Context: an optimization exercise on an open-source flow, tuned for small area. The choices shown serve that exercise and are no tape-out recipe. In this exercise RTL edits were held to simulation tests only and were not proved equivalent to the original. Power figures rest on the tool's default switching activity, not on a simulated workload.

**design.v**
```verilog
`default_nettype none
package trap_pkg;
  localparam int xlen = 32;
  localparam logic [11:0] csr_mstatus_addr = 12'h300;
  localparam logic [11:0] csr_mie_addr     = 12'h304;
  localparam logic [11:0] csr_mtvec_addr   = 12'h305;
  localparam logic [11:0] csr_mepc_addr    = 12'h341;
  localparam logic [11:0] csr_mcause_addr  = 12'h342;
  localparam logic [11:0] csr_mtval_addr   = 12'h343;
  localparam logic [11:0] csr_mip_addr     = 12'h344;
  localparam logic [11:0] csr_mtimecmp_lo_addr = 12'h7c0;
  localparam logic [11:0] csr_mtimecmp_hi_addr = 12'h7c1;
  localparam logic [11:0] csr_irq_mask_addr    = 12'h7c2;
  localparam logic [11:0] csr_mtime_lo_addr    = 12'h7c4;
  localparam logic [11:0] csr_mtime_hi_addr    = 12'h7c5;
  localparam logic [30:0] cause_timer = 31'd7;
  localparam int          ext_irq_lines   = 8;
  localparam int unsigned ext_irq_base_id = 16;
  typedef struct packed {
    logic [23:0] rsvd_hi;
    logic        mpie;
    logic [2:0]  rsvd_mid;
    logic        mie;
    logic [2:0]  rsvd_lo;
  } mstatus_t;
  typedef struct packed {
    logic [19:0] rsvd_hi;
    logic        meie;
    logic [2:0]  rsvd_mid;
    logic        mtie;
    logic [6:0]  rsvd_lo;
  } mie_t;
  typedef struct packed {
    logic [19:0] rsvd_hi;
    logic        meip;
    logic [2:0]  rsvd_mid;
    logic        mtip;
    logic [6:0]  rsvd_lo;
  } mip_t;
  typedef struct packed {
    logic       occurred;
    logic [3:0] cause;
  } exc_cause_t;
  typedef struct packed {
    logic            valid;
    logic            write;
    logic [11:0]     addr;
    logic [xlen-1:0] wdata;
  } csr_req_t;
  typedef struct packed {
    logic            trap;
    logic [xlen-1:0] mepc;
    logic [xlen-1:0] mcause;
    logic [xlen-1:0] mtval;
  } trap_info_t;
endpackage
`default_nettype wire
`default_nettype none
module trap_unit (
  input  logic                               clk,
  input  logic                               reset,
  input  logic                               stall_n,
  input  logic                               hold_flag,
  input  logic                               exception_if,
  input  logic [3:0]                         cause_if,
  input  logic                               exception_id,
  input  logic [3:0]                         cause_id,
  input  logic [trap_pkg::xlen-1:0]          pc_id_ex,
  input  logic                               jump_en,
  input  logic [trap_pkg::xlen-1:0]          jump_addr,
  input  logic                               csr_valid,
  input  logic                               csr_write,
  input  logic [11:0]                        csr_addr,
  input  logic [trap_pkg::xlen-1:0]          csr_wdata,
  input  logic                               mret,
  input  logic [trap_pkg::ext_irq_lines-1:0] irq_lines,
  output logic [trap_pkg::xlen-1:0]          csr_rdata,
  output logic                               trap_taken,
  output logic [trap_pkg::xlen-1:0]          trap_target,
  output logic                               any_interrupt
);
  logic sel_mstatus, sel_mie, sel_mtvec, sel_mepc, sel_mcause, sel_mtval, sel_mip;
  logic sel_cmp_lo, sel_cmp_hi, sel_mask, sel_time_lo, sel_time_hi;
  logic csr_wr;
  assign sel_mstatus = csr_addr == trap_pkg::csr_mstatus_addr;
  assign sel_mie     = csr_addr == trap_pkg::csr_mie_addr;
  assign sel_mtvec   = csr_addr == trap_pkg::csr_mtvec_addr;
  assign sel_mepc    = csr_addr == trap_pkg::csr_mepc_addr;
  assign sel_mcause  = csr_addr == trap_pkg::csr_mcause_addr;
  assign sel_mtval   = csr_addr == trap_pkg::csr_mtval_addr;
  assign sel_mip     = csr_addr == trap_pkg::csr_mip_addr;
  assign sel_cmp_lo  = csr_addr == trap_pkg::csr_mtimecmp_lo_addr;
  assign sel_cmp_hi  = csr_addr == trap_pkg::csr_mtimecmp_hi_addr;
  assign sel_mask    = csr_addr == trap_pkg::csr_irq_mask_addr;
  assign sel_time_lo = csr_addr == trap_pkg::csr_mtime_lo_addr;
  assign sel_time_hi = csr_addr == trap_pkg::csr_mtime_hi_addr;
  assign csr_wr      = csr_valid && csr_write;
  logic       exc_if_occ, exc_ex_occ;
  logic [3:0] exc_if_cause, exc_ex_cause;
  always_ff @(posedge clk) begin
    if (reset || hold_flag) begin
      exc_if_occ <= 1'b0;
      exc_ex_occ <= 1'b0;
    end else if (stall_n) begin
      exc_if_occ <= exception_if;
      exc_ex_occ <= exception_id || exc_if_occ;
    end
  end
  always_ff @(posedge clk) begin
    if (stall_n) begin
      exc_if_cause <= cause_if;
      exc_ex_cause <= exception_id ? cause_id : exc_if_cause;
    end
  end
  logic [7:0] irq_mask;
  logic [7:0] pending;
  logic       meip;
  logic [2:0] ext_line;
  always_ff @(posedge clk) begin
    if (reset) begin
      irq_mask <= '0;
    end else if (csr_wr && sel_mask) begin
      irq_mask <= csr_wdata[7:0];
    end
  end
  assign pending = irq_lines & irq_mask;
  assign meip    = |pending;
  always_comb begin
    ext_line = 3'd0;
    for (int i = 7; i >= 0; i--) begin
      if (pending[i]) ext_line = 3'(i);
    end
  end
  logic [63:0] mtime;
  logic [63:0] mtimecmp;
  logic        mtip;
  logic        inc_en;
  logic [8:0]  blk_carry;
  logic [64:0] carry;
  logic [63:0] mtime_inc;
  logic        time_ge;
  assign inc_en = !(csr_wr && (sel_time_lo || sel_time_hi));
  always_comb begin
    blk_carry[0] = inc_en;
    for (int k = 0; k < 8; k++) blk_carry[k+1] = blk_carry[k] & (&mtime[8*k +: 8]);
    for (int k = 0; k < 8; k++) begin
      carry[8*k] = blk_carry[k];
      for (int j = 0; j < 8; j++) begin
        mtime_inc[8*k+j] = mtime[8*k+j] ^ carry[8*k+j];
        carry[8*k+j+1]   = mtime[8*k+j] & carry[8*k+j];
      end
    end
  end
  logic [31:0] wdata_rst0;
  assign wdata_rst0 = reset ? 32'd0 : csr_wdata;
  always_ff @(posedge clk) begin
    mtime[31:0]  <= (reset || (csr_wr && sel_time_lo)) ? wdata_rst0 : mtime_inc[31:0];
    mtime[63:32] <= (reset || (csr_wr && sel_time_hi)) ? wdata_rst0 : mtime_inc[63:32];
  end
  logic [63:0] mtimecmp_n;
  assign mtimecmp = ~mtimecmp_n;
  always_ff @(posedge clk) begin
    if (reset) begin
      mtimecmp_n <= '0;
    end else if (csr_wr) begin
      if (sel_cmp_lo) mtimecmp_n[31:0]  <= ~csr_wdata;
      if (sel_cmp_hi) mtimecmp_n[63:32] <= ~csr_wdata;
    end
  end
  always_comb begin
    logic ge_blk, gt_blk;
    time_ge = 1'b1;
    for (int k = 0; k < 8; k++) begin
      ge_blk = 1'b1;
      gt_blk = 1'b0;
      for (int j = 0; j < 8; j++) begin
        ge_blk = (mtime[8*k+j] & mtimecmp_n[8*k+j]) | (mtime[8*k+j] & ge_blk) | (mtimecmp_n[8*k+j] & ge_blk);
        gt_blk = (mtime[8*k+j] & mtimecmp_n[8*k+j]) | (mtime[8*k+j] & gt_blk) | (mtimecmp_n[8*k+j] & gt_blk);
      end
      time_ge = time_ge ? ge_blk : gt_blk;
    end
  end
  always_ff @(posedge clk) begin
    if (reset) begin
      mtip <= 1'b0;
    end else begin
      mtip <= time_ge;
    end
  end
  logic mstatus_mie, mstatus_mpie;
  logic mie_meie, mie_mtie;
  logic ext_req, timer_req;
  logic ready_interrupt;
  logic int_ext;
  logic [2:0] int_line;
  assign ext_req       = mie_meie && meip;
  assign timer_req     = mie_mtie && mtip;
  assign any_interrupt = ext_req || timer_req;
  always_ff @(posedge clk) begin
    if (reset || ready_interrupt || !stall_n) begin
      ready_interrupt <= 1'b0;
    end else begin
      ready_interrupt <= any_interrupt && mstatus_mie && !exc_ex_occ;
    end
  end
  always_ff @(posedge clk) begin
    int_ext  <= ext_req;
    int_line <= ext_req ? ext_line : 3'd7;
  end
  logic [1:0]  jmp_pending;
  logic [31:0] last_jump_addr;
  always_ff @(posedge clk) begin
    if (reset) begin
      jmp_pending <= 2'b00;
    end else if (stall_n) begin
      jmp_pending <= jump_en ? 2'b11 : {jmp_pending[0], 1'b0};
    end
  end
  always_ff @(posedge clk) begin
    if (stall_n && jump_en) begin
      last_jump_addr <= jump_addr;
    end
  end
  logic       int_taken;
  logic [4:0] trap_code;
  assign int_taken  = ready_interrupt && !exc_ex_occ;
  assign trap_taken = ready_interrupt || exc_ex_occ;
  assign trap_code  = int_taken ? {int_ext, 1'b0, int_line} : {1'b0, exc_ex_cause};
  logic [31:0] mtvec;
  logic [31:0] mepc;
  logic [31:0] mcause;
  logic [31:0] mtval;
  always_ff @(posedge clk) begin
    if (reset) begin
      mstatus_mie  <= 1'b0;
      mstatus_mpie <= 1'b0;
    end else if (trap_taken) begin
      mstatus_mpie <= mstatus_mie;
      mstatus_mie  <= 1'b0;
    end else if (mret) begin
      mstatus_mie  <= mstatus_mpie;
      mstatus_mpie <= 1'b1;
    end else if (csr_wr && sel_mstatus) begin
      mstatus_mie  <= csr_wdata[3];
      mstatus_mpie <= csr_wdata[7];
    end
  end
  always_ff @(posedge clk) begin
    if (reset) begin
      mie_meie <= 1'b0;
      mie_mtie <= 1'b0;
    end else if (csr_wr && sel_mie) begin
      mie_meie <= csr_wdata[11];
      mie_mtie <= csr_wdata[7];
    end
  end
  always_ff @(posedge clk) begin
    if (reset) begin
      mtvec <= '0;
    end else if (csr_wr && sel_mtvec) begin
      mtvec <= csr_wdata;
    end
  end
  always_ff @(posedge clk) begin
    if (reset) begin
      mepc <= '0;
    end else if (trap_taken) begin
      mepc <= jmp_pending[1] ? last_jump_addr : pc_id_ex;
    end else if (csr_wr && sel_mepc) begin
      mepc <= {csr_wdata[31:2], 2'b00};
    end
  end
  always_ff @(posedge clk) begin
    if (trap_taken) begin
      mcause <= {int_taken, 26'd0, trap_code};
      mtval  <= '0;
    end else if (csr_wr) begin
      if (sel_mcause) mcause <= csr_wdata;
      if (sel_mtval)  mtval  <= csr_wdata;
    end
  end
  logic        vec_int;
  logic [4:0]  vec_add;
  logic [5:0]  low_sum;
  logic [5:0]  grp_ones;
  logic [24:0] hi_pre;
  logic [24:0] hi_flip;
  assign vec_int = int_taken && mtvec[1:0] == 2'b01;
  assign vec_add = vec_int ? trap_code : 5'd0;
  assign low_sum = {1'b0, mtvec[6:2]} + {1'b0, vec_add};
  always_comb begin
    for (int k = 0; k < 5; k++) begin
      hi_pre[5*k] = 1'b1;
      for (int j = 1; j < 5; j++) hi_pre[5*k+j] = hi_pre[5*k+j-1] & mtvec[7+5*k+j-1];
    end
    grp_ones[0] = 1'b1;
    for (int k = 0; k < 5; k++) grp_ones[k+1] = grp_ones[k] & hi_pre[5*k+4] & mtvec[7+5*k+4];
    for (int k = 0; k < 5; k++)
      for (int j = 0; j < 5; j++)
        hi_flip[5*k+j] = grp_ones[k] & hi_pre[5*k+j];
  end
  assign trap_target = {mtvec[31:7] ^ ({25{low_sum[5]}} & hi_flip), low_sum[4:0], 2'b00};
  logic rd_mstatus, rd_mie, rd_mtvec, rd_mepc, rd_mcause, rd_mtval, rd_mip;
  logic rd_cmp_lo, rd_cmp_hi, rd_mask, rd_time_lo, rd_time_hi;
  assign rd_mstatus = csr_valid && sel_mstatus;
  assign rd_mie     = csr_valid && sel_mie;
  assign rd_mtvec   = csr_valid && sel_mtvec;
  assign rd_mepc    = csr_valid && sel_mepc;
  assign rd_mcause  = csr_valid && sel_mcause;
  assign rd_mtval   = csr_valid && sel_mtval;
  assign rd_mip     = csr_valid && sel_mip;
  assign rd_cmp_lo  = csr_valid && sel_cmp_lo;
  assign rd_cmp_hi  = csr_valid && sel_cmp_hi;
  assign rd_mask    = csr_valid && sel_mask;
  assign rd_time_lo = csr_valid && sel_time_lo;
  assign rd_time_hi = csr_valid && sel_time_hi;
  assign csr_rdata =
      ({32{rd_mstatus}} & {24'd0, mstatus_mpie, 3'd0, mstatus_mie, 3'd0}) |
      ({32{rd_mie}}     & {20'd0, mie_meie, 3'd0, mie_mtie, 7'd0}) |
      ({32{rd_mtvec}}   & mtvec) |
      ({32{rd_mepc}}    & mepc) |
      ({32{rd_mcause}}  & mcause) |
      ({32{rd_mtval}}   & mtval) |
      ({32{rd_mip}}     & {20'd0, meip, 3'd0, mtip, 7'd0}) |
      ({32{rd_cmp_lo}}  & mtimecmp[31:0]) |
      ({32{rd_cmp_hi}}  & mtimecmp[63:32]) |
      ({32{rd_mask}}    & {24'd0, irq_mask}) |
      ({32{rd_time_lo}} & mtime[31:0]) |
      ({32{rd_time_hi}} & mtime[63:32]);
endmodule
`default_nettype wire
```
**flow/run.sh**
```bash
#!/bin/bash
# Own flow: the standard layout (standard.sh) with
#  - port buffers made from the smallest buffer cell (buf_1),
#  - a clock tree without dummy loads,
#  - (if flow/area.abc exists) an area-oriented ABC mapping script in the synthesis.
# Each tool's output is logged in this folder (standard_flow.log, and ORFS's own logs under orfs/logs).
set -euo pipefail
W=$(pwd)
export OWN_WORK=$W
export OWN_ABC_SCRIPT=$W/flow/area.abc
export BUFFER_PORTS_ARGS="-buffer_cell sky130_fd_sc_hd__buf_1"
export CTS_ARGS="-sink_clustering_enable -repair_clock_nets -dont_use_dummy_load -buf_list sky130_fd_sc_hd__clkbuf_8 -sink_clustering_size 14 -sink_buffer_max_cap_derate 1.0 -sink_clustering_max_diameter 100"
bash standard.sh "SYNTH_SCRIPT=$W/flow/synth_wrap.tcl" "BUFFER_PORTS_ARGS=$BUFFER_PORTS_ARGS" "CTS_ARGS=$CTS_ARGS"  finish > standard_flow.log 2>&1
```
**flow/area.abc**
```
strash
&get -n
&st
&dch
&nf
&put
topo
stime -c
```
**flow/synth_wrap.tcl**
```tcl
# The standard flow's synthesis script with Yosys's abc call given the area-oriented ABC script in
# flow/area.abc; every other step (registers included) is the standard synthesis's.
proc abc {args} {
  set i [lsearch -exact $args -script]
  if {$i >= 0} { lset args [expr {$i + 1}] $::env(OWN_ABC_SCRIPT) }
  yosys abc {*}$args
}
source $::env(OWN_WORK)/synth_recipe.tcl
```
**standard.sh**
```bash
#!/bin/bash
# synth_recipe.tcl (not shown) runs the flow's synth.tcl, then flattens the netlist and writes it again
# the make line also repeats each setting of config.mk as NAME=value (left out here)
make -C /OpenROAD-flow-scripts/flow DESIGN_CONFIG=/design/flow/config.mk WORK_HOME=/design/flow/orfs CLKGATE_MAP_FILE= SYNTH_SCRIPT=/design/flow/synth_recipe.tcl "${@:-finish}"
```
**config.mk**
```make
export PLATFORM = sky130hd
export DESIGN_NAME = trap_unit
export DESIGN_NICKNAME = trap_unit
export VERILOG_FILES = /design/flow/design.v
export SDC_FILE = /design/flow/constraint.sdc
export NUM_CORES = 4
export LEC_CHECK = 0
export CAP_MARGIN = 20
export CORE_MARGIN = 2
export CORE_UTILIZATION = 50
export SLEW_MARGIN = 20
```
**constraint.sdc**
```tcl
create_clock -name core_clock -period 5.5 [get_ports {clk}]
set_input_delay 1.1000 -clock core_clock [delete_from_list [all_inputs] [get_ports {clk}]]
set_output_delay 1.1000 -clock core_clock [all_outputs]
set_load 0.01 [all_outputs]
```
==> metrics.yaml, run 1 <==
end_kind: "output pin"
ant_nets: 0
regArea_um2: 6830
power_density_nw_per_um2: 226
grt_pass1_wl_um: 78700
dr.pass1.iters: 5
power.switching_w: 0.000946
grt_pass1_vias: 13600
antenna_found_initial: 0
synthMuxAreaShare_pct: 0.906
power_frac_seq_pct: 63.1
die_x_um: 177
synthToLayoutAreaGrowth_pct: 13.4
slew_viol_final: 0
hold_class: "reg2reg"
path_cells: "nor2b_1 > and3_1 > ha_1 > a21oi_1 > nand3b_1 > o211ai_1 > buf_4 > and4_4 > and4_4 > nand3_2 > nor2_2 > and2_1 > and3_4 > nand3_2 > nor2_4 > nand2_1 > xnor2_1 > buf_1"
synth-seq-area-share_pct: 45.8
final_cells: 2362
fin_util_pct: 57.4
multiInputGateArea_um2: 8120
die_y_um: 177
ys_ff_latch: 318
p_sw_share_pct: 24.7
io_buffers: 197
synth_ff_type: "dfxtp_1"
yosys_warnings: 1
clock_path_buffers: 3
numCtsBuffers: 26
arrival_ns: 4.18
relSlewSlack_pct: 30.2
synth-adder-area-share_pct: 6.01
path_class: "reg2out"
diodes: 0
drtIter0Drc: 1186
maxCapViolations: 0
grt_max_degree: 73
nFillCells: 2851
power_leakage_nw: 6.17
grt-ovfl-total: 0
wl_um: 51200
gp_congestion: 0.898
synth_edf_count: 46
yosysUniqueCellTypes: 50
cts_tree: "done"
hold_viol: 0
synth_top_family_by_area: "compound AO/OA/AOI/OAI gates"
worst_pin_slew_ns: 1.05
status: "no timing/DRC/antenna violations"
clkTransAtPathRegs_ns: 0.09
drive_gt1_share_pct: 4.82
yosys.area_share.xor_xnor_pct: 1.59
pin_count: 200
cp_top_family: "simple AND/OR/NAND/NOR gates"
root_buffer: "clkbuf_8"
post-route-period-util_pct: 96.0
htree_levels: 1
dp.cells: 2333
p_int_w: 0.00288
clkSinkCount: 318
synth_compound_area_share_pct: 24.8
yosys.area_share.simple_pct: 20.5
postSynthCellCount: 1706
critPathSlowestCell: "dfxtp_1"
critPathLaunchType: "flop"
comb_power_share_pct: 5.7
cp_max_fo: 5
drc_errors: 0
dieArea_um2: 31200
wl_per_cell_um: 21.7
syn_area_per_cell_um2: 8.74
crit_buf_inv: 2
clkPwrFrac_pct: 31.2
num_rows: 63
finClkSkew_ns: 0.0308
nets: 2171
period_minus_slack_ns: 5.28
irDropWorstVdd_v: 0.000185
required_ns: 4.40
routed_via_density: 6.16
initial_core_util_pct: 50.6
post-dp-hpwl_um: 34900
netlist_area_um2: 14900
route.vias.total: 14600
maxClockFrequency_mhz: 189
grt_usage_pct: 32.2
slowest_delay_ns: 0.35
setup_viol_count_final: 0
ys_async_sr_fraction_pct: 0
rrSetupSlack_ns: 1.57
fp.coreArea_um2: 29500
clock_latency_ns: 0.61
## flip-flops by register name, summed over array words and instances (netlist names)
register         cells
mtime               64
exc_ex_occ           1
mie_mtie             1
exc_ex_cause         4
irq_mask             8
ready_interrupt      1
mtvec               32
exc_if_occ           1
int_line             3
mepc                32
mie_meie             1
mtip                 1
mtimecmp_n          64
mcause              32
mstatus_mpie         1
jmp_pending          2
mtval               32
last_jump_addr      32
exc_if_cause         4
mstatus_mie          1
int_ext              1
## synth_stat cells (all sizes together) (28+ instances only)
library cell  number  area share (%)
o21ai            129             4.3
nor3              44             1.5
dfxtp            272              37
edfxtp            46             9.3
a221oi            61             3.6
o211ai            56             2.8
a22o              28             1.6
nor2             337             8.5
nand2b            62             2.6
a211oi            70             3.5
a21oi            116             3.9
ha                62             5.2
nand2            166             4.2
## worst paths after layout
path / from / end / depth (start not counted)
worst min-delay path: mie_meie / int_line[2] / 1
worst max-delay path: mtvec[0] / trap_target[30] / 18
worst min register to register: mie_meie / int_line[2] / 1
worst max register to register: mtime[7] / mtime[63] / 19
## per-layer routing
| metal | vias up | track usage (%) | share of wire (%) |
|---|---|---|---|
| li1 | 6921 | - | - |
| met1 | 6962 | 45.6 | 45 |
| met2 | 608 | 52.6 | 46 |
| met3 | 69 | 3.93 | 7.5 |
| met4 | 0 | 7.58 | 2.0 |
| met5 | - | 0 | 0 |
## logic make-up (layout without fill, tap and decap cells)
logic type	Yosys count	count (layout)
buffers and inverters	16	280
XOR/XNOR	27	27
AO/OA/AOI/OAI	560	560
multiplexers	13	13
other	1	3
AND/OR/NAND/NOR	698	698
adder cells (fa/ha/maj)	73	73
flip-flops	318	318
## layout make-up
class | count | area share (%)
flip-flops and latches | 318 | 40.4
well taps | 390 | 2.89
clock buffers | 26 | 2.12
inverters | 14 | 0.311
repair buffers | 240 | 6.31
multi-input cells | 1374 | 48.0
## cells in the final DEF, fill, tap and decap left out, drive strengths merged, types with 27 or more instances in the layout
cell and instances:
nor3 44, o211ai 56, nor2 337, o22ai 27, a211oi 70, dfxtp 272
clkbuf 27, nand2 166, buf 239, nand2b 62, a221oi 61, ha 62
edfxtp 46, a21oi 116, a22o 28, o21ai 129
## stage by stage
stage	TNS, ns	total power [W]	setup slack (ns)	area (µm²)	hold slack (ns)
after floorplan	0	0.00254	0.190	14900	0.380
after detailed placement	0	0.00268	0.324	16500	0.452
after CTS	0	0.00384	0.0197	16900	0.466
after global placement	0	0.00268	0.535	16500	0.450
after global routing	-0.00374	0.00394	-0.00321	16900	0.487
final	0	0.00382	0.222	16900	0.458
## power by group through the flow
stage	Clock (W)	Combinational, W	Sequential, W
after global routing	0.00128	0.000241	0.00242
final	0.00119	0.000218	0.00241
after floorplan	0	0.0000839	0.00246
after CTS	0.00121	0.000217	0.00241
after detailed placement	0	0.000216	0.00247
after global placement	0	0.000213	0.00246
## timing repair
item                                    CTS  global route
endpoints found under the setup margin    3             4
resized for setup                         4            12
buffers inserted                          0             3
hold buffers                              0             0
pin swaps                                 0             3
==> run 2: changes to the inputs <==
==> flow/area.abc (replaced) <==
strash
&get -n
&st
&syn2
&synch2
&dch
&nf -R 20
&put
topo
stime -c
--- a/config.mk
+++ b/config.mk
@@ -7,5 +7,5 @@
 export LEC_CHECK = 0
 export CAP_MARGIN = 20
 export CORE_MARGIN = 2
-export CORE_UTILIZATION = 50
+export CORE_UTILIZATION = 40
 export SLEW_MARGIN = 20
==> metrics.yaml, run 2 <==
status: "no timing/DRC/antenna violations"  # unchanged
arrival_ns: 4.31  # was 4.18 ns
cp_top_family: "simple AND/OR/NAND/NOR gates"  # unchanged
holdWs_ns: 0.476  # was 0.458 ns
synth_ff_type: "dfxtp_1"  # unchanged
post-synth-top-area-cell: "dfxtp_1"  # unchanged
numCtsBuffers: 26  # unchanged
drtIter0Drc: 1303  # was 1186
irDropWorstVdd_v: 0.000146  # was 0.000185 V
maxCapViolations: 0  # unchanged
diodes: 0  # unchanged
worst_pin_slew_ns: 1.03  # was 1.05 ns
synth_edf_count: 46  # unchanged
htree_levels: 1  # unchanged
ant_nets: 0  # unchanged
grt_pass1_wl_um: 78700  # about the same
placedInstanceArea_um2: 16500  # about the same
routed_via_density: 5.88  # was 6.16
synth-seq-area-share_pct: 46.2  # was 45.8%
gp_congestion: 0.879  # was 0.898
synth_compound_area_share_pct: 23.3  # was 24.8%
die_y_um: 196  # was 177 µm
hold_viol: 0  # unchanged
critPathLaunchType: "flop"  # unchanged
drive_gt1_share_pct: 6.13  # was 4.82%
antenna_found_initial: 0  # unchanged
maxClockFrequency_mhz: 185  # was 189 MHz
nFillCells: 3624  # was 2851
clock_latency_ns: 0.61  # about the same
syn_area_per_cell_um2: 8.56  # was 8.74 µm²
post-dp-hpwl_um: 34500  # was 34900 µm
synth_common_cells: "nor2_1 (354), dfxtp_1 (272), nand2_1 (181)"  # was nor2_1 (337), dfxtp_1 (272), nand2_1 (166)
yosys.area_share.simple_pct: 20.9  # was 20.5%
critPathSlowestCell: "dfxtp_2"  # was dfxtp_1
cts_hold_buf: 0  # unchanged
cts_tree: "done"  # unchanged
clock_path_buffers: 3  # unchanged
dieArea_um2: 38500  # was 31200 µm²
yosysTopAreaCellShare_pct: 36.8  # was 36.5%
wl_um: 51000  # was 51200 µm
grt-ovfl-total: 0  # unchanged
setup_viol_count_final: 0  # unchanged
num_rows: 70  # was 63
layout_common_cells: "nor2_1 (342), dfxtp_1 (269), buf_1 (192)"  # was nor2_1 (329), dfxtp_1 (271), buf_1 (195)
worstHoldStart: "exc_if_occ"  # was mie_meie
wl_per_cell_um: 20.6  # was 21.7 µm
finClkSkew_ns: 0.0288  # was 0.0308 ns
final_common_cell: "nor2_1"  # unchanged
ys_ff_latch: 318  # unchanged
grt_max_degree: 84  # was 73
period_minus_slack_ns: 5.41  # was 5.28 ns
post-route-period-util_pct: 98.3  # was 96.0%
synth_top_family_by_area: "compound AO/OA/AOI/OAI gates"  # unchanged
setup_ws_ns: 0.0913  # was 0.222 ns
dp_slack_ns: 0.00965  # was 0.324 ns
dp.cells: 2435  # was 2333
power_density_nw_per_um2: 229  # was 226 nW/µm²
grt_pass1_vias: 13800  # was 13600
io_buffers: 197  # unchanged
setup_tns_ns: 0  # unchanged
route.vias.total: 14500  # was 14600
slowest_delay_ns: 0.34  # was 0.35 ns
initial_core_util_pct: 40.5  # was 50.6%
nets: 2204  # was 2171
end_kind: "output pin"  # unchanged
grt_usage_pct: 26.0  # was 32.2%
synthToLayoutAreaGrowth_pct: 15.7  # was 13.4%
yosysMostFrequentCell: "nor2_1"  # unchanged
path_class: "reg2out"  # unchanged
rrSetupSlack_ns: 1.05  # was 1.57 ns
required_ns: 4.40  # about the same
hold_class: "reg2reg"  # unchanged
ys_async_sr_fraction_pct: 0  # unchanged
slew_viol_final: 0  # unchanged
fp.coreArea_um2: 36500  # was 29500 µm²
postSynthCellCount: 1726  # was 1706
top_regs: "mtime: 64 flops, mtimecmp_n: 64 flops"  # unchanged
crit_buf_inv: 4  # was 2
root_buffer: "clkbuf_8"  # unchanged
yosys.area_share.xor_xnor_pct: 1.72  # was 1.59%
netlist_area_um2: 14800  # was 14900 µm²
rsz0062_at_grt: "true"
cp_max_fo: 4  # was 5
regArea_um2: 6830  # about the same
yosysUniqueCellTypes: 53  # was 50
multiInputGateArea_um2: 8070  # was 8120 µm²
synthMuxAreaShare_pct: 1.74  # was 0.906%
die_x_um: 196  # was 177 µm
synthTopCellsByArea: "dfxtp_1 (37%), edfxtp_1 (9.3%), nor2_1 (9.0%), ha_1 (5.2%), a21oi_1 (4.7%)"  # was dfxtp_1 (37%), edfxtp_1 (9.3%), nor2_1 (8.5%), ha_1 (5.2%), o21ai_0 (4.3%)
yosys_warnings: 1  # unchanged
clkTransAtPathRegs_ns: 0.09  # about the same
fin_area_um2: 17100  # was 16900 µm²
drc_errors: 0  # unchanged
power_leakage_nw: 6.28  # was 6.17 nW
relSlewSlack_pct: 31.0  # was 30.2%
synth-adder-area-share_pct: 5.52  # was 6.01%
clkSinkCount: 318  # unchanged
r2r_start: "mtime[8]"  # was mtime[7]
worstSetupStartpoint: "ready_interrupt"  # was mtvec[0]
dr.pass1.iters: 6  # was 5
final_cells: 2473  # was 2362
pin_count: 200  # unchanged
## run 2: changes by cell type after synthesis, sizes merged, moves of 10 or more
cell	previous run	this run
nor2	337	354
a22oi	26	59
nand2	166	181
nand2b	62	50
o22ai	27	47
nand4	25	35
a22o	28	2
a21oi	116	140
mux2i	9	20
a221oi	61	24
o211ai	56	24
## run 2: final timing paths
check                    endpoint  cells after the start
setup / recovery  trap_target[31]                     26
setup reg to reg             mtip                     18
hold / removal         exc_if_occ                      2
hold reg to reg        exc_if_occ                      2
## run 2: area by class of cell
class | instances | share of cell area [%]
timing repair buffer | 253 | 6.95
clock buffer | 26 | 2.09
inverter | 20 | 0.439
tap | 468 | 3.42
multi-input combinational | 1388 | 47.2
sequential | 318 | 39.9
## run 2: timing repair
item | 4_1_cts | 5_1_grt
resized for setup | 27 | 11
setup endpoints to repair | 7 | 5
gates cloned | 0 | 0
pin swaps | 7 | 13
buffers inserted | 6 | 6
## run 2: routing by layer
layer  wire length (µm)  track usage [%]  part of all wire [%]  vias to the layer above
met5                  0                0                     0                        -
met4               1310             7.41                   2.6                        0
met3               3820             3.18                   7.5                       95
met2              23000             42.0                    45                      615
met1              22900             36.5                    45                     6876
li1                   -                -                     -                     6960
## run 2: metrics by stage
step	total power [W]	utilization, %
after floorplan	0.00261	-
after global placement	0.00276	45.2
after detailed placement	0.00277	45.2
after CTS	0.00394	46.6
after global routing	0.00406	46.8
final	0.00392	46.8
## run 2: worst min-delay path, cell delays in order, from the launching register on
cell,delay [ns]
dfxtp_1,0.31
nor2_1,0.08
nor2_1,0.05
## run 2: report_power, final
part	internal [W]	switching, W
clock network	0.000422	0.000782
registers	0.00241	0.0000521
logic	0.0000810	0.000170
total	0.00291	0.00100
## run 2: logic make-up (layout without fill, tap and decap cells)
group	count (synthesis)	after routing
mux	25	25
fa+ha+maj	65	65
flops	318	318
xor+xnor	29	29
other cells	1	3
compound gates	545	545
buf+inv	22	299
simple gates	721	721
==> run 3: changes to the inputs <==
==> flow/area.abc (replaced) <==
strash
&get -n
&st
&dch
&nf
&st
&dch
&nf
&put
topo
stime -c
==> metrics.yaml, run 3 <==
syn_area_per_cell_um2: 8.61  # was 8.56 µm²
status: "no timing/DRC/antenna violations"  # unchanged
die_y_um: 196  # about the same
layout_common_cells: "nor2_1 (286), dfxtp_1 (268), buf_1 (191)"  # was nor2_1 (342), dfxtp_1 (269), buf_1 (192)
relSlewSlack_pct: 27.2  # was 31.0%
ys_ff_latch: 318  # unchanged
root_buffer: "clkbuf_8"  # unchanged
routed_via_density: 5.93  # was 5.88
maxCapViolations: 0  # unchanged
post-dp-hpwl_um: 35500  # was 34500 µm
initial_core_util_pct: 40.5  # about the same
yosysTopAreaCellShare_pct: 36.9  # was 36.8%
hold_class: "reg2reg"  # unchanged
worst_pin_slew_ns: 1.09  # was 1.03 ns
io_buffers: 197  # unchanged
slowest_delay_ns: 0.37  # was 0.34 ns
comb_power_share_pct: 5.6  # was 6.4%
critPathLaunchType: "flop"  # unchanged
r2r_start: "mtime[7]"  # was mtime[8]
dp.cells: 2419  # was 2435
drtIter0Drc: 1113  # was 1303
synth_edf_count: 46  # unchanged
wl_um: 53900  # was 51000 µm
dr.pass1.iters: 5  # was 6
finClkSkew_ns: 0.0255  # was 0.0288 ns
num_rows: 70  # unchanged
synth_common_cells: "nor2_1 (294), dfxtp_1 (272), nand2_1 (171)"  # was nor2_1 (354), dfxtp_1 (272), nand2_1 (181)
rsz0062_at_grt: "true"  # unchanged
post-synth-top-area-cell: "dfxtp_1"  # unchanged
power.switching_w: 0.000953  # was 0.00100 W
clock_latency_ns: 0.60  # was 0.61 ns
ys_async_sr_fraction_pct: 0  # unchanged
clkSinkCount: 318  # unchanged
power_leakage_nw: 6.10  # was 6.28 nW
worstSetupStartpoint: "ready_interrupt"  # unchanged
cp_max_fo: 5  # was 4
worstHoldStart: "mepc[19]"  # was exc_if_occ
path_cells: "nor2b_4 > and3_4 > ha_4 > a21o_1 > a21oi_2 > o21bai_1 > a21oi_2 > and4b_1 > nand4_1 > nor3_2 > and3_1 > nand4_1 > nor2_2 > and4_4 > and4_4 > and3_4 > nand3_2 > xnor2_1 > buf_2"
slew_viol_final: 0  # unchanged
htree_levels: 1  # unchanged
p_int_w: 0.00288  # was 0.00291 W
nets: 2190  # was 2204
wl_per_cell_um: 21.9  # was 20.6 µm
netlist_area_um2: 14800  # about the same
clkPwrFrac_pct: 31.4  # was 30.7%
grt_usage_pct: 27.5  # was 26.0%
final_cells: 2459  # was 2473
fp.coreArea_um2: 36400  # was 36500 µm²
p_sw_share_pct: 24.9  # was 25.6%
drive_gt1_share_pct: 5.98  # was 6.13%
yosysUniqueCellTypes: 52  # was 53
path_class: "reg2out"  # unchanged
pin_count: 200  # unchanged
synth-seq-area-share_pct: 46.3  # was 46.2%
die_x_um: 196  # about the same
yosys_warnings: 1  # unchanged
clock_path_buffers: 3  # unchanged
power_density_nw_per_um2: 225  # was 229 nW/µm²
yosysMostFrequentCell: "nor2_1"  # unchanged
antenna_found_initial: 1  # was 0
arrival_ns: 4.32  # was 4.31 ns
clkTransAtPathRegs_ns: 0.10  # was 0.09 ns
grt-ovfl-total: 0  # unchanged
grt_max_degree: 123  # was 84
post-route-period-util_pct: 98.5  # was 98.3%
end_kind: "output pin"  # unchanged
irDropWorstVdd_v: 0.000146  # about the same
synthToLayoutAreaGrowth_pct: 15.2  # was 15.7%
setup_viol_count_final: 0  # unchanged
numCtsBuffers: 26  # unchanged
critPathSlowestCell: "dfxtp_2"  # unchanged
maxClockFrequency_mhz: 185  # about the same
route.vias.total: 14600  # was 14500
grt_pass1_vias: 14100  # was 13800
cts_tree: "done"  # unchanged
final_common_cell: "nor2_1"  # unchanged
dieArea_um2: 38500  # about the same
top_regs: "mtime: 64 flops, mtimecmp_n: 64 flops"  # unchanged
drc_errors: 0  # unchanged
ant_nets: 0  # unchanged
grt_pass1_wl_um: 82200  # was 78700 µm
cp_top_family: "simple AND/OR/NAND/NOR gates"  # unchanged
fin_util_pct: 46.7  # was 46.8%
postSynthCellCount: 1715  # was 1726
period_minus_slack_ns: 5.42  # was 5.41 ns
synth_ff_type: "dfxtp_1"  # unchanged
hold_viol: 0  # unchanged
required_ns: 4.40  # about the same
synthTopCellsByArea: "dfxtp_1 (37%), edfxtp_1 (9.4%), nor2_1 (7.5%), o21ai_0 (5.4%), ha_1 (5.3%)"  # was dfxtp_1 (37%), edfxtp_1 (9.3%), nor2_1 (9.0%), ha_1 (5.2%), a21oi_1 (4.7%)
nFillCells: 3719  # was 3624
diodes: 0  # unchanged
power_frac_seq_pct: 63.0  # was 62.9%
crit_buf_inv: 1  # was 4
gp_congestion: 0.871  # was 0.879
run 3: worst min-delay path, cell delays in order, from the launching register on:
cell     delay [ns]
dfxtp_1        0.32
nand2_1        0.05
a31oi_1        0.06
run 3: routing by layer:
metal  vias up  GRT usage, %  wire [µm]
met5         -             0         13
met2       592          45.6      24800
met3        88          3.46       3860
met4         2          8.05       1610
li1       6958             -          -
met1      6940          37.5      23600
run 3: logic make-up after synthesis:
family                     share of synthesized area [%]
adders and majority gates                           5.39
other                                             0.0254
buffers and inverters                               1.45
AOI/OAI and AO/OA                                   25.6
muxes                                              0.576
and+or+nand+nor                                     18.9
xor gates and xnor gates                            1.78
DFF                                                 46.3
run 3: final timing paths:
kind | to | slack, ns | cells after the start
worst min register to register | mepc[19] | 0.47 | 2
worst min-delay path | mepc[19] | 0.47 | 2
worst max register to register | mtime[63] | 1.69 | 18
worst max-delay path | trap_target[31] | 0.08 | 19
run 3: area by class of cell:
class                      count  area [µm²]  area share, %
timing repair buffer         250        1190           6.99
inverter                      53         199           1.17
tap                          468         586           3.44
clock buffer                  26         358           2.10
multi-input combinational   1344        7840           46.1
sequential                   318        6830           40.2
run 3: through the flow:
| step | TNS (ns) | hold WS [ns] | setup WS, ns | cell area, µm² | total power [W] |
|---|---|---|---|---|---|
| floorplan | 0 | 0.390 | 0.0554 | 14800 | 0.00254 |
| global placement | 0 | 0.454 | 0.186 | 16400 | 0.00268 |
| detailed placement | 0 | 0.453 | 0.0371 | 16500 | 0.00268 |
| CTS | -0.0422 | 0.480 | -0.0408 | 17000 | 0.00386 |
| global route | -0.371 | 0.487 | -0.158 | 17000 | 0.00395 |
| finish | 0 | 0.474 | 0.0834 | 17000 | 0.00383 |
run 3: power groups by stage:
stage / sequential (W) / combinational (W) / clock, W
after floorplan: 0.00246 / 0.0000787 / 0
after global placement: 0.00247 / 0.000212 / 0
after detailed placement: 0.00247 / 0.000215 / 0
after CTS: 0.00241 / 0.000216 / 0.00123
after global routing: 0.00242 / 0.000239 / 0.00130
final: 0.00241 / 0.000215 / 0.00120
run 3: what timing repair did:
| action | CTS | global route |
|---|---|---|
| resized for setup | 22 | 8 |
| hold buffers | 0 | 0 |
| setup buffers | 13 | 3 |
| endpoints found under the hold margin | 0 | 0 |
| pin swaps | 11 | 9 |
| setup endpoints to repair | 7 | 8 |
==> run 4: changes to the inputs <==
==> flow/area.abc (replaced) <==
strash
&get -n
&st
&dch
&nf -p
&put
topo
stime -c
==> metrics.yaml, run 4 <==
status: "no timing/DRC/antenna violations"  # unchanged
arrival_ns: 4.14  # was 4.32 ns
clkTransAtPathRegs_ns: 0.10  # about the same
synth_common_cells: "nor2_1 (332), dfxtp_1 (272), nand2_1 (163)"  # was nor2_1 (294), dfxtp_1 (272), nand2_1 (171)
required_ns: 4.40  # about the same
comb_power_share_pct: 5.8  # was 5.6%
routed_via_density: 5.91  # was 5.93
num_rows: 70  # unchanged
fin_util_pct: 46.4  # was 46.7%
slowest_delay_ns: 0.36  # was 0.37 ns
drc_errors: 0  # unchanged
htree_levels: 1  # unchanged
grt.met1_usage_pct: 36.3  # was 37.5%
grt_pass1_wl_um: 80100  # was 82200 µm
grt_pass1_vias: 13700  # was 14100
path_cells: "nor2b_2 > and3_1 > ha_1 > clkinv_1 > nor3_2 > o211a_1 > nand4_1 > nor2b_2 > and4_4 > nand4_1 > nor2b_2 > and3_4 > nand3_4 > nor2b_4 > nand3_2 > xnor2_2 > buf_2"  # was nor2b_4 > and3_4 > ha_4 > a21o_1 > a21oi_2 > o21bai_1 > a21oi_2 > and4b_1 > nand4_1 > nor3_2 > and3_1 > nand4_1 > nor2_2 > and4_4 > and4_4 > and3_4 > nand3_2 > xnor2_1 > buf_2
grt_util_met3_pct: 4.06  # was 3.46%
slew_viol_final: 0  # unchanged
root_buffer: "clkbuf_8"  # unchanged
grt_max_degree: 77  # was 123
io_buffers: 197  # unchanged
cp_max_fo: 4  # was 5
setup_viol_count_final: 0  # unchanged
clock_path_buffers: 3  # unchanged
power_density_nw_per_um2: 225  # about the same
postSynthCellCount: 1704  # was 1715
clkPwrFrac_pct: 31.1  # was 31.4%
maxCapViolations: 0  # unchanged
fp.coreArea_um2: 36700  # was 36400 µm²
dp.cells: 2399  # was 2419
pin_count: 200  # unchanged
power.switching_w: 0.000942  # was 0.000953 W
top_regs: "mtime: 64 flops, mtimecmp_n: 64 flops"  # unchanged
p_int_w: 0.00288  # about the same
initial_core_util_pct: 40.6  # was 40.5%
setup_tns_ns: 0  # unchanged
die_x_um: 197  # was 196 µm
worst_pin_slew_ns: 1.04  # was 1.09 ns
power_frac_seq_pct: 63.1  # was 63.0%
relSlewSlack_pct: 30.8  # was 27.2%
route.vias.total: 14400  # was 14600
numCtsBuffers: 26  # unchanged
diodes: 0  # unchanged
dp_slack_ns: 0.121  # was 0.0371 ns
use_met2_pct: 42.7  # was 45.6%
cp_top_family: "simple AND/OR/NAND/NOR gates"  # unchanged
path_class: "reg2out"  # unchanged
p_sw_share_pct: 24.7  # was 24.9%
post-dp-hpwl_um: 35400  # was 35500 µm
critPathLaunchType: "flop"  # unchanged
synth_ff_type: "dfxtp_1"  # unchanged
grt_busiest_layer: "met2"  # unchanged
grt-ovfl-total: 0  # unchanged
synthTopCellsByArea: "dfxtp_1 (37%), edfxtp_1 (9.3%), nor2_1 (8.4%), ha_1 (5.2%), o21ai_0 (4.4%)"  # was dfxtp_1 (37%), edfxtp_1 (9.4%), nor2_1 (7.5%), o21ai_0 (5.4%), ha_1 (5.3%)
final_common_cell: "nor2_1"  # unchanged
irDropWorstVdd_v: 0.000179  # was 0.000146 V
ys_async_sr_fraction_pct: 0  # unchanged
finClkSkew_ns: 0.0206  # was 0.0255 ns
wl_per_cell_um: 21.5  # was 21.9 µm
antenna_found_initial: 0  # was 1
drtIter0Drc: 1270  # was 1113
ant_nets: 0  # unchanged
gp_congestion: 0.876  # was 0.871
dieArea_um2: 38900  # was 38500 µm²
end_kind: "output pin"  # unchanged
rsz0062_at_grt: "false"  # was true
synth_edf_count: 46  # unchanged
synthToLayoutAreaGrowth_pct: 14.1  # was 15.2%
yosys_warnings: 1  # unchanged
yosysMostFrequentCell: "nor2_1"  # unchanged
nets: 2161  # was 2190
grt_usage_pct: 26.3  # was 27.5%
clock_latency_ns: 0.58  # was 0.60 ns
power_leakage_nw: 6.15  # was 6.10 nW
yosysUniqueCellTypes: 52  # unchanged
post-synth-top-area-cell: "dfxtp_1"  # unchanged
fin_area_um2: 17000  # about the same
hold_class: "reg2reg"  # unchanged
wl_um: 52300  # was 53900 µm
drive_gt1_share_pct: 4.64  # was 5.98%
cts_tree: "done"  # unchanged
post-route-period-util_pct: 95.3  # was 98.5%
hold_viol: 0  # unchanged
syn_area_per_cell_um2: 8.75  # was 8.61 µm²
die_y_um: 197  # was 196 µm
crit_buf_inv: 2  # was 1
crit_top_cell: "nor2b_2"
cts_hold_buf: 0  # unchanged
dr.pass1.iters: 5  # unchanged
maxClockFrequency_mhz: 191  # was 185 MHz
layout_common_cells: "nor2_1 (326), dfxtp_1 (270), buf_1 (195)"  # was nor2_1 (286), dfxtp_1 (268), buf_1 (191)
yosysTopAreaCellShare_pct: 36.5  # was 36.9%
final_cells: 2430  # was 2459
ys_ff_latch: 318  # unchanged
period_minus_slack_ns: 5.24  # was 5.42 ns
netlist_area_um2: 14900  # was 14800 µm²
critPathSlowestCell: "dfxtp_1"  # was dfxtp_2
synth-seq-area-share_pct: 45.8  # was 46.3%
setup_ws_ns: 0.259  # was 0.0834 ns
clkSinkCount: 318  # unchanged
placedInstanceArea_um2: 16500  # about the same
-- run 4: changes by cell type in the layout (fill, tap and decap cells not counted), moves of 23 or more --
cell / before / now
a21oi_1: 139 / 115
nor2_1: 286 / 326
nand2b_1: 36 / 62
o211ai_1: 5 / 55
o2111ai_1: 26 / 1
o21ai_0: 159 / 130
clkinv_1: 51 / 12
nand3_1: 42 / 19
-- run 4: worst register-to-register path: cells and delay by family, from the launching register on --
kind,cells,cell delay [ns]
xor gates and xnor gates,1,0.15
AOI/OAI and AO/OA,1,0.08
DFF,1,0.47
and+or+nand+nor,10,2.06
adders and majority gates,7,1.04
-- run 4: layout make-up --
cell class	instances	area (µm²)
inverters	12	45.0
fillers	3668	19700
well taps	468	586
repair buffers	232	1030
clock buffers	26	358
flip-flops and latches	318	6830
multi-input cells	1374	8170
-- run 4: kinds of logic after synthesis --
family,share of synthesized area (%)
compound gates,24.7
xor+xnor,1.64
fa+ha+maj,6.01
buf+inv,0.403
flops,45.8
mux,0.906
other cells,0.0251
simple gates,20.6
-- run 4: metrics by stage --
stage               power, W  hold WS, ns
floorplan            0.00254        0.380
global placement     0.00268        0.409
detailed placement   0.00268        0.396
CTS                  0.00386        0.414
global route         0.00396        0.442
finish               0.00382        0.420
-- run 4: what timing repair did --
| action | in CTS | in global routing |
|---|---|---|
| pin swaps | 1 | 4 |
| setup endpoints to repair | 3 | 3 |
| gates resized for setup | 10 | 12 |
| buffers inserted | 2 | 2 |
-- run 4: path summary, 6_finish.rpt --
check	from	end	slack, ns	cells past startpoint
setup / recovery	mtvec[0]	trap_target[31]	0.26	17
hold / removal	mie_meie	int_line[2]	0.42	1
setup reg to reg	mtime[4]	mtime[63]	1.59	19
hold reg to reg	mie_meie	int_line[2]	0.42	1
-- run 4: layer usage --
layer	vias to the layer above	wire, µm
met1	6869	23300
met4	0	1290
met2	507	24100
li1	6905	-
met5	-	0
met3	79	3650
-- run 4: power groups by stage --
stage / combinational, W / sequential [W] / clock, W
after floorplan: 0.0000838 / 0.00246 / 0
after global placement: 0.000217 / 0.00246 / 0
after detailed placement: 0.000220 / 0.00247 / 0
after CTS: 0.000220 / 0.00241 / 0.00122
after global routing: 0.000243 / 0.00242 / 0.00130
final: 0.000220 / 0.00241 / 0.00119
==> run 5: changes to the inputs <==
==> flow/area.abc (replaced) <==
strash
&get -n
&st
&dch
&nf
&put
topo
stime -c
==> metrics.yaml, run 5 <==
die_x_um: 197  # about the same
yosysUniqueCellTypes: 50  # was 52
regArea_um2: 6830  # about the same
top_regs: "mtime: 64 flops, mtimecmp_n: 64 flops"  # unchanged
hold_viol: 0  # unchanged
multiInputGateArea_um2: 8120  # was 8170 µm²
end_kind: "output pin"  # unchanged
power_leakage_nw: 6.14  # was 6.15 nW
synth_common_cells: "nor2_1 (337), dfxtp_1 (272), nand2_1 (166)"  # was nor2_1 (332), dfxtp_1 (272), nand2_1 (163)
grt_usage_pct: 26.0  # was 26.3%
wl_um: 51200  # was 52300 µm
clock_path_buffers: 3  # unchanged
holdWs_ns: 0.446  # was 0.420 ns
path_cells: "nor2b_2 > and3_1 > ha_2 > a21oi_1 > nand3b_1 > o211ai_1 > buf_4 > and4_4 > and4_1 > nand3_2 > nor2_4 > and2_0 > and3_4 > nand3_2 > nor2_4 > nand3_1 > xnor2_1 > clkbuf_2"  # was nor2b_2 > and3_1 > ha_1 > clkinv_1 > nor3_2 > o211a_1 > nand4_1 > nor2b_2 > and4_4 > nand4_1 > nor2b_2 > and3_4 > nand3_4 > nor2b_4 > nand3_2 > xnor2_2 > buf_2
grt_pass1_vias: 13800  # was 13700
cp_max_fo: 5  # was 4
dp.cells: 2406  # was 2399
postSynthCellCount: 1706  # was 1704
io_buffers: 197  # unchanged
ant_nets: 0  # unchanged
drive_gt1_share_pct: 4.48  # was 4.64%
synthToLayoutAreaGrowth_pct: 13.9  # was 14.1%
htree_levels: 1  # unchanged
comb_power_share_pct: 5.7  # was 5.8%
grt_pass1_wl_um: 79400  # was 80100 µm
maxCapViolations: 0  # unchanged
maxClockFrequency_mhz: 190  # was 191 MHz
nets: 2164  # was 2161
ys_ff_latch: 318  # unchanged
p_sw_share_pct: 24.8  # was 24.7%
clkTransAtPathRegs_ns: 0.10  # about the same
relSlewSlack_pct: 28.8  # was 30.8%
synthTopCellsByArea: "dfxtp_1 (37%), edfxtp_1 (9.3%), nor2_1 (8.5%), ha_1 (5.2%), o21ai_0 (4.3%)"  # was dfxtp_1 (37%), edfxtp_1 (9.3%), nor2_1 (8.4%), ha_1 (5.2%), o21ai_0 (4.4%)
route.vias.total: 14300  # was 14400
ys_async_sr_fraction_pct: 0  # unchanged
required_ns: 4.40  # about the same
path_class: "reg2out"  # unchanged
cp_top_family: "simple AND/OR/NAND/NOR gates"  # unchanged
gp_congestion: 0.886  # was 0.876
routed_via_density: 5.88  # was 5.91
grt-ovfl-total: 0  # unchanged
irDropWorstVdd_v: 0.000184  # was 0.000179 V
die_y_um: 197  # about the same
period_minus_slack_ns: 5.27  # was 5.24 ns
slowest_delay_ns: 0.38  # was 0.36 ns
power_density_nw_per_um2: 226  # was 225 nW/µm²
syn_area_per_cell_um2: 8.74  # was 8.75 µm²
worst_pin_slew_ns: 1.07  # was 1.04 ns
numCtsBuffers: 26  # unchanged
critPathLaunchType: "flop"  # unchanged
post-route-period-util_pct: 95.9  # was 95.3%
diodes: 0  # unchanged
rrSetupSlack_ns: 1.72  # was 1.59 ns
initial_core_util_pct: 40.6  # about the same
root_buffer: "clkbuf_8"  # unchanged
critPathSlowestCell: "ha_2"  # was dfxtp_1
clkPwrFrac_pct: 31.3  # was 31.1%
crit_buf_inv: 2  # unchanged
final_cells: 2433  # was 2430
finClkSkew_ns: 0.0287  # was 0.0206 ns
yosysMostFrequentCell: "nor2_1"  # unchanged
power_frac_seq_pct: 62.9  # was 63.1%
dr.pass1.iters: 7  # was 5
drc_errors: 0  # unchanged
hold_class: "reg2reg"  # unchanged
grt_max_degree: 178  # was 77
num_rows: 70  # unchanged
arrival_ns: 4.17  # was 4.14 ns
fp.coreArea_um2: 36700  # unchanged
status: "no timing/DRC/antenna violations"  # unchanged
pin_count: 200  # unchanged
fin_util_pct: 46.3  # was 46.4%
antenna_found_initial: 0  # unchanged
synth_edf_count: 46  # unchanged
cts_tree: "done"  # unchanged
post-synth-top-area-cell: "dfxtp_1"  # unchanged
layout_common_cells: "nor2_1 (329), dfxtp_1 (269), buf_1 (195)"  # was nor2_1 (326), dfxtp_1 (270), buf_1 (195)
clkSinkCount: 318  # unchanged
clock_latency_ns: 0.60  # was 0.58 ns
setup_viol_count_final: 0  # unchanged
nFillCells: 3664  # was 3668
yosys_warnings: 1  # unchanged
dieArea_um2: 38800  # was 38900 µm²
power.switching_w: 0.000951  # was 0.000942 W
drtIter0Drc: 1107  # was 1270
p_int_w: 0.00288  # about the same
synth-seq-area-share_pct: 45.8  # about the same
yosysTopAreaCellShare_pct: 36.5  # about the same
post-dp-hpwl_um: 34700  # was 35400 µm
slew_viol_final: 0  # unchanged
p_total_w: 0.00383  # was 0.00382 W
wl_per_cell_um: 21.0  # was 21.5 µm
setup_tns_ns: 0  # unchanged
synth_ff_type: "dfxtp_1"  # unchanged
final_common_cell: "nor2_1"  # unchanged
netlist_area_um2: 14900  # about the same
[run 5: worst reg2reg max path, stage by stage, from the launching register on]
cell	delay, ns
dfxtp_1	0.49
nand4_1	0.16
nor2_1	0.12
and2_0	0.19
nand2_1	0.11
or3_1	0.40
nor3_1	0.32
nand2_1	0.14
nor3_1	0.29
and2_0	0.17
ha_1	0.15
ha_1	0.15
ha_1	0.14
ha_1	0.14
ha_1	0.14
ha_1	0.13
ha_1	0.15
xor2_1	0.16
nand2_1	0.07
o21ai_0	0.08
[run 5: layout make-up]
class | count | area share [%]
tap | 468 | 3.45
inverter | 14 | 0.309
multi-input combinational | 1374 | 47.8
sequential | 318 | 40.2
timing repair buffer | 233 | 6.12
clock buffer | 26 | 2.11
[run 5: final timing paths]
kind | start | endpoint | depth (start not counted)
setup / recovery | mtvec[0] | trap_target[31] | 18
hold / removal | mie_meie | int_line[2] | 1
setup reg to reg | mtime[7] | mtime[63] | 19
hold reg to reg | mie_meie | int_line[2] | 1
[run 5: logic make-up after synthesis]
family / synth area share, %
buffers and inverters: 0.453
muxes: 0.906
DFF: 45.8
other: 0.0251
xor gates and xnor gates: 1.59
and+or+nand+nor: 20.5
adders and majority gates: 6.01
AOI/OAI and AO/OA: 24.8
[run 5: power groups by stage]
stage	combinational [W]	sequential, W	clock, W
floorplan	0.0000839	0.00246	0
global placement	0.000216	0.00246	0
detailed placement	0.000220	0.00246	0
CTS	0.000221	0.00241	0.00124
global route	0.000244	0.00242	0.00131
finish	0.000220	0.00241	0.00120
[run 5: what timing repair did]
action                                  CTS  global route
hold buffers                              0             0
endpoints found under the setup margin    3             3
gates resized for setup                   5            11
pin swaps                                 0             2
endpoints found under the hold margin     0             0
setup buffers                             0             1
[run 5: routing by layer]
layer	vias up	share of wire (%)	global-route usage (%)
met3	81	6.0	3.23
met4	0	2.1	6.82
met5	-	0	0
met2	478	46	43.7
met1	6837	46	35.5
li1	6909	-	-
[run 5: stage by stage]
step | worst slack [ns] | instance area [µm²]
CTS | 0.0208 | 16900
detailed placement | 0.273 | 16600
global route | -0.00643 | 17000
finish | 0.227 | 17000
global placement | 0.467 | 16600
floorplan | 0.190 | 14900
==> run 6: changes to the inputs <==
--- a/flow/run.sh
+++ b/flow/run.sh
@@ -9,5 +9,5 @@
 export OWN_WORK=$W
 export OWN_ABC_SCRIPT=$W/flow/area.abc
 export BUFFER_PORTS_ARGS="-buffer_cell sky130_fd_sc_hd__buf_1"
-export CTS_ARGS="-sink_clustering_enable -repair_clock_nets -dont_use_dummy_load -buf_list sky130_fd_sc_hd__clkbuf_8 -sink_clustering_size 14 -sink_buffer_max_cap_derate 1.0 -sink_clustering_max_diameter 100"
+export CTS_ARGS="-sink_clustering_enable -repair_clock_nets -dont_use_dummy_load -buf_list sky130_fd_sc_hd__clkbuf_8 -sink_clustering_size 16 -sink_buffer_max_cap_derate 1.0 -sink_clustering_max_diameter 100"
 bash standard.sh "SYNTH_SCRIPT=$W/flow/synth_wrap.tcl" "BUFFER_PORTS_ARGS=$BUFFER_PORTS_ARGS" "CTS_ARGS=$CTS_ARGS"  finish > standard_flow.log 2>&1
==> metrics.yaml, run 6 <==
synth-seq-area-share_pct: 45.8  # unchanged
hold_depth: 1  # unchanged
arrival_ns: 4.14  # was 4.17 ns
post-synth-top-area-cell: "dfxtp_1"  # unchanged
drtIter0Drc: 1165  # was 1107
antenna_found_initial: 0  # unchanged
drive_gt1_share_pct: 4.38  # was 4.48%
pin_count: 200  # unchanged
rr_worst_depth: 13  # was 19
gp_congestion: 0.886  # unchanged
drc_errors: 0  # unchanged
irDropWorstVdd_v: 0.000220  # was 0.000184 V
wl_um: 51100  # was 51200 µm
die_x_um: 197  # unchanged
ant_nets: 0  # unchanged
cts_tree: "done"  # unchanged
synth_common_cells: "nor2_1 (337), dfxtp_1 (272), nand2_1 (166)"  # unchanged
grt_pass1_wl_um: 79300  # was 79400 µm
hold_class: "reg2reg"  # unchanged
status: "no timing/DRC/antenna violations"  # unchanged
fp.coreArea_um2: 36700  # unchanged
die_y_um: 197  # unchanged
finClkSkew_ns: 0.0543  # was 0.0287 ns
route.vias.total: 14300  # about the same
critPathLaunchType: "flop"  # unchanged
wl_per_cell_um: 21.0  # about the same
syn_area_per_cell_um2: 8.74  # unchanged
synth_edf_count: 46  # unchanged
routed_via_density: 5.89  # was 5.88
ys_ff_latch: 318  # unchanged
synthTopCellsByArea: "dfxtp_1 (37%), edfxtp_1 (9.3%), nor2_1 (8.5%), ha_1 (5.2%), o21ai_0 (4.3%)"  # unchanged
top_regs: "mtime: 64 flops, mtimecmp_n: 64 flops"  # unchanged
rsz0062_at_grt: "false"
maxClockFrequency_mhz: 191  # was 190 MHz
final_common_cell: "nor2_1"  # unchanged
post-dp-hpwl_um: 34700  # unchanged
postSynthCellCount: 1706  # unchanged
setup_viol_count_final: 0  # unchanged
io_buffers: 197  # unchanged
diodes: 0  # unchanged
clkTransAtPathRegs_ns: 0.11  # was 0.10 ns
worst_pin_slew_ns: 1.05  # was 1.07 ns
dr.pass1.iters: 6  # was 7
post-route-period-util_pct: 95.3  # was 95.9%
cp_max_fo: 5  # unchanged
clock_path_buffers: 3  # unchanged
holdPathEnd: "int_line[2]"  # unchanged
clkSinkCount: 318  # unchanged
grt_max_degree: 178  # unchanged
ys_async_sr_fraction_pct: 0  # unchanged
yosysUniqueCellTypes: 50  # unchanged
worstHoldStart: "mie_meie"  # unchanged
dieArea_um2: 38800  # unchanged
r2r_start: "mtime[1]"  # was mtime[7]
yosysMostFrequentCell: "nor2_1"  # unchanged
root_buffer: "clkbuf_8"  # unchanged
numCtsBuffers: 23  # was 26
hold_viol: 0  # unchanged
grt-ovfl-total: 0  # unchanged
placedInstanceArea_um2: 16600  # unchanged
relSlewSlack_pct: 29.9  # was 28.8%
nets: 2161  # was 2164
synthToLayoutAreaGrowth_pct: 13.6  # was 13.9%
path_class: "reg2out"  # unchanged
slew_viol_final: 0  # unchanged
yosysTopAreaCellShare_pct: 36.5  # unchanged
layout_common_cells: "nor2_1 (329), dfxtp_1 (269), buf_1 (195)"  # unchanged
num_rows: 70  # unchanged
maxCapViolations: 0  # unchanged
yosys_warnings: 1  # unchanged
initial_core_util_pct: 40.6  # unchanged
regArea_um2: 6830  # unchanged
netlist_area_um2: 14900  # unchanged
rrSetupSlack_ns: 1.62  # was 1.72 ns
fin_area_um2: 16900  # was 17000 µm²
power_density_nw_per_um2: 223  # was 226 nW/µm²
htree_levels: 1  # unchanged
end_kind: "output pin"  # unchanged
nFillCells: 3668  # was 3664
clock_latency_ns: 0.60  # about the same
grt_usage_pct: 26.0  # about the same
grt_pass1_vias: 13800  # about the same
r2r-end: "mtip"  # was mtime[63]
cts_hold_buf: 0  # unchanged
power_leakage_nw: 6.12  # was 6.14 nW
setup_tns_ns: 0  # unchanged
required_ns: 4.40  # about the same
multiInputGateArea_um2: 8120  # about the same
period_minus_slack_ns: 5.24  # was 5.27 ns
synth_ff_type: "dfxtp_1"  # unchanged
run 6: cell count changes in the layout (fill, tap and decap cells not counted), sizes merged:
| cell | previous run | this run |
|---|---|---|
| clkbuf | 28 | 25 |
run 6: final cells by class:
type | instances | share of cell area, %
clock buffer | 23 | 1.87
inverter | 14 | 0.310
multi-input combinational | 1374 | 47.9
sequential | 318 | 40.3
tap | 468 | 3.46
timing repair buffer | 233 | 6.14
run 6: per-stage QoR:
step | total power, W | setup WS [ns] | std cells | hold slack, ns | utilization [%]
final | 0.00377 | 0.259 | 2430 | 0.442 | 46.2
after global routing | 0.00392 | 0.0176 | 2430 | 0.465 | 46.2
after CTS | 0.00381 | 0.0152 | 2429 | 0.452 | 46.1
after detailed placement | 0.00269 | 0.273 | 2406 | 0.429 | 45.2
after global placement | 0.00268 | 0.467 | 2406 | 0.420 | 45.2
after floorplan | 0.00254 | 0.190 | 1708 | 0.380 | -
run 6: cells by family after synthesis:
logic type,share of synthesized area (%)
AOI/OAI and AO/OA,24.8
xor gates and xnor gates,1.59
adders and majority gates,6.01
buffers and inverters,0.453
DFF,45.8
muxes,0.906
other,0.0251
and+or+nand+nor,20.5
run 6: power by group:
group          switching (W)  total (W)  internal (W)
Clock               0.000767    0.00114      0.000376
Combinational       0.000155   0.000220     0.0000653
Sequential         0.0000189    0.00241       0.00239
run 6: routing by layer:
layer  track usage [%]  vias to the layer above  wire length [µm]
met3              3.28                       84              2970
li1                  -                     6904                 -
met2              43.6                      508             23800
met5                 0                        -                 0
met1              35.6                     6822             23200
met4              6.32                        0              1180
run 6: how the worst max path moves through the flow:
stage	endpoint	start	depth (start not counted)	slack [ns]
detailed placement	mtime[63]	csr_addr[9]	24	0.27
global placement	trap_target[31]	ready_interrupt	20	0.47
finish	trap_target[31]	mtvec[0]	18	0.26
floorplan	mtime[63]	csr_addr[9]	23	0.19
global route	trap_target[31]	ready_interrupt	20	0.02
CTS	trap_target[31]	ready_interrupt	20	0.02
run 6: repair_timing:
item | in CTS | in global routing
buffers inserted | 0 | 1
pin swaps | 0 | 2
resized for setup | 6 | 11
endpoints found under the setup margin | 3 | 3
cloned | 0 | 0
run 6: critical path, stage by stage (launching register included):
cell and delay, ns:
dfxtp_1 0.34, nor2b_2 0.18, and3_1 0.19, ha_2 0.38, a21oi_1 0.11, nand3b_1 0.17, o211ai_1 0.11, buf_4 0.18
and4_4 0.25, and4_4 0.24, nand3_2 0.12, nor2_4 0.15, and2_0 0.17, and3_4 0.23, nand3_2 0.15, nor2_4 0.16
nand3_1 0.11, xnor2_1 0.16, clkbuf_2 0.15

[what the ideal ports hide]
No port has a modelled driver above. Below, the same layouts with a new extraction and two added sets of constraints. Step 1, drivers: a clkbuf_16 drives clk and a buf_2 each remaining input, both assumed. Step 2 times the ports against the registers' clock, not the clock port: input delays grow and output delays shrink by t, the midpoint of the rising clock arrivals with the driver on. Slacks: ideal / step 1 / step 2; pairs: ideal / step 1.
run	t, ns	setup slack, ns	worst setup path at the end	slew at the worst register clock pin (ns)	worst data-port slew with drivers (ns)
run 1	0.647	0.222 / 0.172 / 0.291	input to register	0.10 / 0.10	0.04
run 2	0.641	0.091 / 0.043 / 0.255	input to register	0.11 / 0.11	0.06
run 3	0.627	0.083 / 0.037 / 0.044	input to register	0.10 / 0.10	0.06
run 4	0.621	0.259 / 0.210 / -0.003	input to register	0.10 / 0.10	0.06
run 5	0.633	0.227 / 0.176 / 0.317	input to register	0.10 / 0.10	0.05
run 6	0.626	0.259 / 0.209 / 0.282	input to register	0.11 / 0.11	0.05
With both steps, setup timing fails in run 4, where it was met with ideal ports. The setup slack of run 4, which loses most, moves by -0.049 ns with the drivers and by -0.262 ns with both steps.
